Context: an optimization exercise on an open-source flow, tuned for small area. The choices shown serve that exercise and are no tape-out recipe.
In this exercise RTL edits were held to simulation tests only and were not proved equivalent to the original.
Power figures rest on the tool's default switching activity, not on a simulated workload.

==> flow/design.v <==
module apb_inbuf_stream_ctrl #(
    parameter int unsigned BUS_AW     = 8,
    parameter int unsigned BUS_DW     = 32,
    parameter int unsigned CH_NUM     = 128,
    parameter int unsigned OUT_MULT   = 9,
    parameter int unsigned IB_SRAM_AW = 10,
    parameter int unsigned FIFO_DEPTH = 4
) (
    input  logic                         clk_i,
    input  logic                         rst_n_i,
    input  logic [BUS_AW-1:0]            apb_paddr_s,
    input  logic                         apb_pwrite_s,
    input  logic                         apb_psel_s,
    input  logic                         apb_penable_s,
    input  logic [BUS_DW-1:0]            apb_pwdata_s,
    output logic [BUS_DW-1:0]            apb_prdata_s,
    output logic                         apb_pready_s,
    output logic [CH_NUM-1:0]            inbuf_din_o,
    output logic                         inbuf_din_vld_o,
    input  logic                         inbuf_din_rdy_i,
    output logic                         inbuf_sop_o,
    output logic                         inbuf_hsync_o,
    output logic [IB_SRAM_AW-1:0]        inbuf_start_waddr_o,
    input  logic [CH_NUM*OUT_MULT-1:0]   inbuf_dout_i,
    input  logic                         inbuf_dout_vld_i,
    output logic                         inbuf_dout_rdy_o,
    output logic [7:0]                   inbuf_pic_size_o,
    output logic [3:0]                   inbuf_mode_o,
    output logic                         inbuf_padding_o,
    output logic                         inbuf_cmd_vld_o,
    input  logic                         inbuf_cmd_rdy_i
);
    localparam int unsigned DOUT_W = CH_NUM * OUT_MULT;
    localparam int unsigned N_IN   = CH_NUM / BUS_DW;
    localparam int unsigned N_OUT  = DOUT_W / BUS_DW;
    localparam int unsigned IN_IW  = (N_IN > 1) ? $clog2(N_IN) : 1;
    localparam int unsigned OUT_IW = (N_OUT > 1) ? $clog2(N_OUT) : 1;
    localparam int unsigned PW     = $clog2(FIFO_DEPTH);
    localparam logic [2:0] ADDR_DIN    = 3'd0;
    localparam logic [2:0] ADDR_FLAGS  = 3'd1;
    localparam logic [2:0] ADDR_WADDR  = 3'd2;
    localparam logic [2:0] ADDR_CMD    = 3'd3;
    localparam logic [2:0] ADDR_STATUS = 3'd4;
    localparam logic [2:0] ADDR_DOUT   = 3'd5;
    localparam logic [2:0] ADDR_CTRL   = 3'd6;
    logic [CH_NUM+1:0]     mem_q [FIFO_DEPTH];
    logic [PW-1:0]         rptr_q, wptr;
    logic [PW:0]           count_q;
    logic [CH_NUM-BUS_DW-1:0] din_buf_q;
    logic [IN_IW-1:0]      din_idx_q;
    logic [1:0]            flags_q;
    logic [IB_SRAM_AW-1:0] waddr_q;
    logic [12:0]           cmd_q;
    logic                  cmd_vld_q;
    logic [DOUT_W-1:0]     cap_q;
    logic                  captured_q;
    logic [OUT_IW-1:0]     dout_idx_q;
    logic [CH_NUM+1:0]     head, push_entry;
    logic [31:0]           status;
    logic [2:0]            addr_idx;
    logic rd, wr, full, empty, din_final, din_wr, push, pop, flush, dout_rd, dout_last;
    logic unused_bits;
    assign unused_bits = ^{apb_paddr_s[BUS_AW-1:5], apb_paddr_s[1:0], apb_pwdata_s};
    assign addr_idx  = apb_paddr_s[4:2];
    assign rd        = apb_psel_s & apb_penable_s & ~apb_pwrite_s;
    assign wr        = apb_psel_s & apb_penable_s & apb_pwrite_s;
    assign full      = count_q[PW];
    assign empty     = (count_q == '0);
    assign din_final = (din_idx_q == IN_IW'(N_IN - 1));
    assign apb_pready_s = !(apb_pwrite_s && addr_idx == ADDR_DIN && din_final && full);
    assign din_wr    = wr && addr_idx == ADDR_DIN && !(din_final && full);
    assign push      = din_wr && din_final;
    assign pop       = ~empty & inbuf_din_rdy_i;
    assign flush     = wr && addr_idx == ADDR_CTRL && apb_pwdata_s[0];
    assign dout_rd   = rd && addr_idx == ADDR_DOUT && captured_q;
    assign dout_last = (dout_idx_q == OUT_IW'(N_OUT - 1));
    assign wptr      = rptr_q + count_q[PW-1:0];
    assign push_entry = {flags_q[1], flags_q[0], apb_pwdata_s, din_buf_q};
    always_ff @(posedge clk_i or negedge rst_n_i) begin
        if (!rst_n_i) begin
            rptr_q  <= '0;
            count_q <= '0;
        end else begin
            if (pop) rptr_q <= rptr_q + 1'b1;
            if (flush) count_q <= '0;
            else if (push && !pop) count_q <= count_q + 1'b1;
            else if (!push && pop) count_q <= count_q - 1'b1;
        end
    end
    for (genvar e = 0; e < FIFO_DEPTH; e++) begin : g_mem
        always_ff @(posedge clk_i) begin
            if (push && wptr == PW'(e)) mem_q[e] <= push_entry;
        end
    end
    for (genvar s = 0; s < N_IN - 1; s++) begin : g_din
        always_ff @(posedge clk_i) begin
            if (din_wr && din_idx_q == IN_IW'(s)) din_buf_q[s*BUS_DW +: BUS_DW] <= apb_pwdata_s;
        end
    end
    always_ff @(posedge clk_i or negedge rst_n_i) begin
        if (!rst_n_i) begin
            din_idx_q <= '0;
            flags_q   <= '0;
        end else if (flush) begin
            din_idx_q <= '0;
            flags_q   <= '0;
        end else if (din_wr) begin
            din_idx_q <= din_idx_q + 1'b1;
            if (push) flags_q <= '0;
        end else if (wr && addr_idx == ADDR_FLAGS) begin
            flags_q <= apb_pwdata_s[1:0];
        end
    end
    always_ff @(posedge clk_i or negedge rst_n_i) begin
        if (!rst_n_i) begin
            waddr_q   <= '0;
            cmd_q     <= '0;
            cmd_vld_q <= 1'b0;
        end else begin
            if (wr && addr_idx == ADDR_WADDR) waddr_q <= apb_pwdata_s[IB_SRAM_AW-1:0];
            if (wr && addr_idx == ADDR_CMD && !cmd_vld_q) begin
                cmd_q     <= apb_pwdata_s[12:0];
                cmd_vld_q <= apb_pwdata_s[31];
            end else if (cmd_vld_q && inbuf_cmd_rdy_i) begin
                cmd_vld_q <= 1'b0;
            end
        end
    end
    always_ff @(posedge clk_i) begin
        if (!captured_q) cap_q <= inbuf_dout_i;
    end
    always_ff @(posedge clk_i or negedge rst_n_i) begin
        if (!rst_n_i) begin
            captured_q <= 1'b0;
            dout_idx_q <= '0;
        end else if (flush) begin
            captured_q <= 1'b0;
            dout_idx_q <= '0;
        end else if (!captured_q) begin
            captured_q <= inbuf_dout_vld_i;
        end else if (dout_rd) begin
            captured_q <= !dout_last;
            dout_idx_q <= dout_last ? '0 : dout_idx_q + 1'b1;
        end
    end
    always_comb begin
        status        = '0;
        status[0]     = full;
        status[1]     = empty;
        status[2]     = cmd_vld_q;
        status[3]     = captured_q;
        status[14:8]  = 7'(count_q);
        status[23:16] = 8'(din_idx_q);
        status[31:24] = 8'(dout_idx_q);
    end
    logic [N_OUT-1:0]  dsel;
    logic [BUS_DW-1:0] dout_word;
    always_comb begin
        for (int k = 0; k < N_OUT; k++)
            dsel[k] = (addr_idx == ADDR_DOUT) && captured_q && (dout_idx_q == OUT_IW'(k));
    end
    localparam int unsigned N_G3 = N_OUT / 3;
    logic [N_G3-1:0] grp_n [BUS_DW];
    for (genvar b = 0; b < BUS_DW; b++) begin : g_bit
        for (genvar g = 0; g < N_G3; g++) begin : g_grp
            apb_inbuf_ao222_n u_ao (
                .a(cap_q[(3*g)*BUS_DW + b]),   .sa(dsel[3*g]),
                .b(cap_q[(3*g+1)*BUS_DW + b]), .sb(dsel[3*g+1]),
                .c(cap_q[(3*g+2)*BUS_DW + b]), .sc(dsel[3*g+2]),
                .y_n(grp_n[b][g])
            );
        end
        assign dout_word[b] = ~&grp_n[b];
    end
    always_comb begin
        apb_prdata_s = dout_word;
        case (addr_idx)
            ADDR_FLAGS:  apb_prdata_s[1:0] = flags_q;
            ADDR_WADDR:  apb_prdata_s[IB_SRAM_AW-1:0] = waddr_q;
            ADDR_CMD:    apb_prdata_s[12:0] = cmd_q;
            ADDR_STATUS: apb_prdata_s = BUS_DW'(status);
            default:     ;
        endcase
    end
    logic [FIFO_DEPTH-1:0] rsel;
    always_comb begin
        for (int e = 0; e < FIFO_DEPTH; e++) rsel[e] = (rptr_q == PW'(e));
    end
    for (genvar b = 0; b < CH_NUM + 2; b++) begin : g_head
        logic h3_n;
        apb_inbuf_ao222_n u_ao (
            .a(mem_q[0][b]), .sa(rsel[0]),
            .b(mem_q[1][b]), .sb(rsel[1]),
            .c(mem_q[2][b]), .sc(rsel[2]),
            .y_n(h3_n)
        );
        assign head[b] = ~(h3_n & ~(mem_q[3][b] & rsel[3]));
    end
    assign inbuf_din_o         = head[CH_NUM-1:0];
    assign inbuf_din_vld_o     = ~empty;
    assign inbuf_sop_o         = head[CH_NUM];
    assign inbuf_hsync_o       = head[CH_NUM+1];
    assign inbuf_start_waddr_o = waddr_q;
    assign inbuf_dout_rdy_o    = ~captured_q;
    assign inbuf_pic_size_o    = cmd_q[7:0];
    assign inbuf_mode_o        = cmd_q[11:8];
    assign inbuf_padding_o     = cmd_q[12];
    assign inbuf_cmd_vld_o     = cmd_vld_q;
endmodule
module apb_inbuf_ao222_n (
    input  logic a, sa, b, sb, c, sc,
    output logic y_n
);
    assign y_n = ~((a & sa) | (b & sb) | (c & sc));
endmodule
export LEC_CHECK = 0
export CAP_MARGIN = 20
export CORE_MARGIN = 2
export CORE_UTILIZATION = 40
export PLACE_DENSITY = 0.85
export SETUP_SLACK_MARGIN = 0.2
export SLEW_MARGIN = 20
export SYNTH_HIERARCHICAL = 1
export SYNTH_MINIMUM_KEEP_SIZE = 0
create_clock -name core_clock -period 10.0 [get_ports {clk_i}]
standard.sh (not shown) runs the stock make flow with config.mk's settings and CLKGATE_MAP_FILE= SYNTH_SCRIPT=/design/flow/synth_recipe.tcl, a recipe that flattens the netlist after the stock synthesis.
==> flow/flow/run.sh <==
#!/bin/bash
# Own layout flow: the standard ORFS flow (standard synthesis, floorplan, power grid and
# tap cells unchanged), with two changes:
#  - the port buffers that global placement inserts use the smallest buffer cell;
#  - clock tree synthesis clusters up to 22 sinks within 100 um per leaf buffer, uses
#    clkbuf_16 only and adds no dummy loads.
set -euo pipefail
B=sky130_fd_sc_hd__
export BUFFER_PORTS_ARGS="-buffer_cell ${B}buf_1"
export CTS_ARGS="-sink_clustering_enable -repair_clock_nets -sink_clustering_size 22 -sink_clustering_max_diameter 100 -dont_use_dummy_load -buf_list ${B}clkbuf_16"
bash standard.sh finish > make_finish.log 2>&1
Change:
--- a/flow/design.v
+++ b/flow/design.v
@@ -155,11 +155,11 @@
     end
     logic [N_OUT-1:0]  dsel;
     logic [BUS_DW-1:0] dout_word;
     always_comb begin
         for (int k = 0; k < N_OUT; k++)
-            dsel[k] = (addr_idx == ADDR_DOUT) && captured_q && (dout_idx_q == OUT_IW'(k));
+            dsel[k] = (dout_idx_q == OUT_IW'(k));
     end
     localparam int unsigned N_G3 = N_OUT / 3;
     logic [N_G3-1:0] grp_n [BUS_DW];
     for (genvar b = 0; b < BUS_DW; b++) begin : g_bit
         for (genvar g = 0; g < N_G3; g++) begin : g_grp
@@ -168,11 +168,11 @@
                 .b(cap_q[(3*g+1)*BUS_DW + b]), .sb(dsel[3*g+1]),
                 .c(cap_q[(3*g+2)*BUS_DW + b]), .sc(dsel[3*g+2]),
                 .y_n(grp_n[b][g])
             );
         end
-        assign dout_word[b] = ~&grp_n[b];
+        assign dout_word[b] = ~&grp_n[b] & (addr_idx == ADDR_DOUT) & captured_q;
     end
     always_comb begin
         apb_prdata_s = dout_word;
         case (addr_idx)
             ADDR_FLAGS:  apb_prdata_s[1:0] = flags_q;
After rerunning:
- worst setup slack gains 1.7 ns
- final cell count stays flat
- sequential cell count is unchanged
- area after synthesis is about the same
- routed wire length hardly moves
- hold slack got worse by 0.010 ns
- non-clock buffer count shrinks by 6
- power rises slightly
- core utilization is about the same
- count of clock-buffer cells in the layout increases by 3
- global-route usage is about the same
- register-to-register slack gains 0.31 ns
- critical path depth went down by 4
- sequential power stays flat

## what the ideal ports hide
No port has a modelled driver above. Below, the same layouts with a new extraction and two added sets of constraints.
Step 1 assumes that a clkbuf_16 drives the clock port and a buf_2 every other input.
Step 2 times the ports against the registers' clock, not the clock port: input delays grow and output delays shrink by t, the midpoint of the rising clock arrivals with the driver on.
Three values: no drivers, after step 1, after step 2; two values: the first two.
| run | shift t [ns] | setup slack, ns | hold WS [ns] | worst setup path after step 2 | worst register clock-pin slew, ns |
|---|---|---|---|---|---|
| the first run | 0.777 | 1.056 / 1.027 / 1.027 | 0.465 / 0.465 / 0.465 | input to output | 0.10 / 0.10 |
| the second run | 0.780 | 2.758 / 2.671 / 3.439 | 0.454 / 0.454 / 0.454 | input to output | 0.11 / 0.11 |
After both steps setup and hold are still met in every run listed. The setup slack of the first run, which loses most, moves by -0.029 ns with the drivers and by -0.029 ns with both steps.
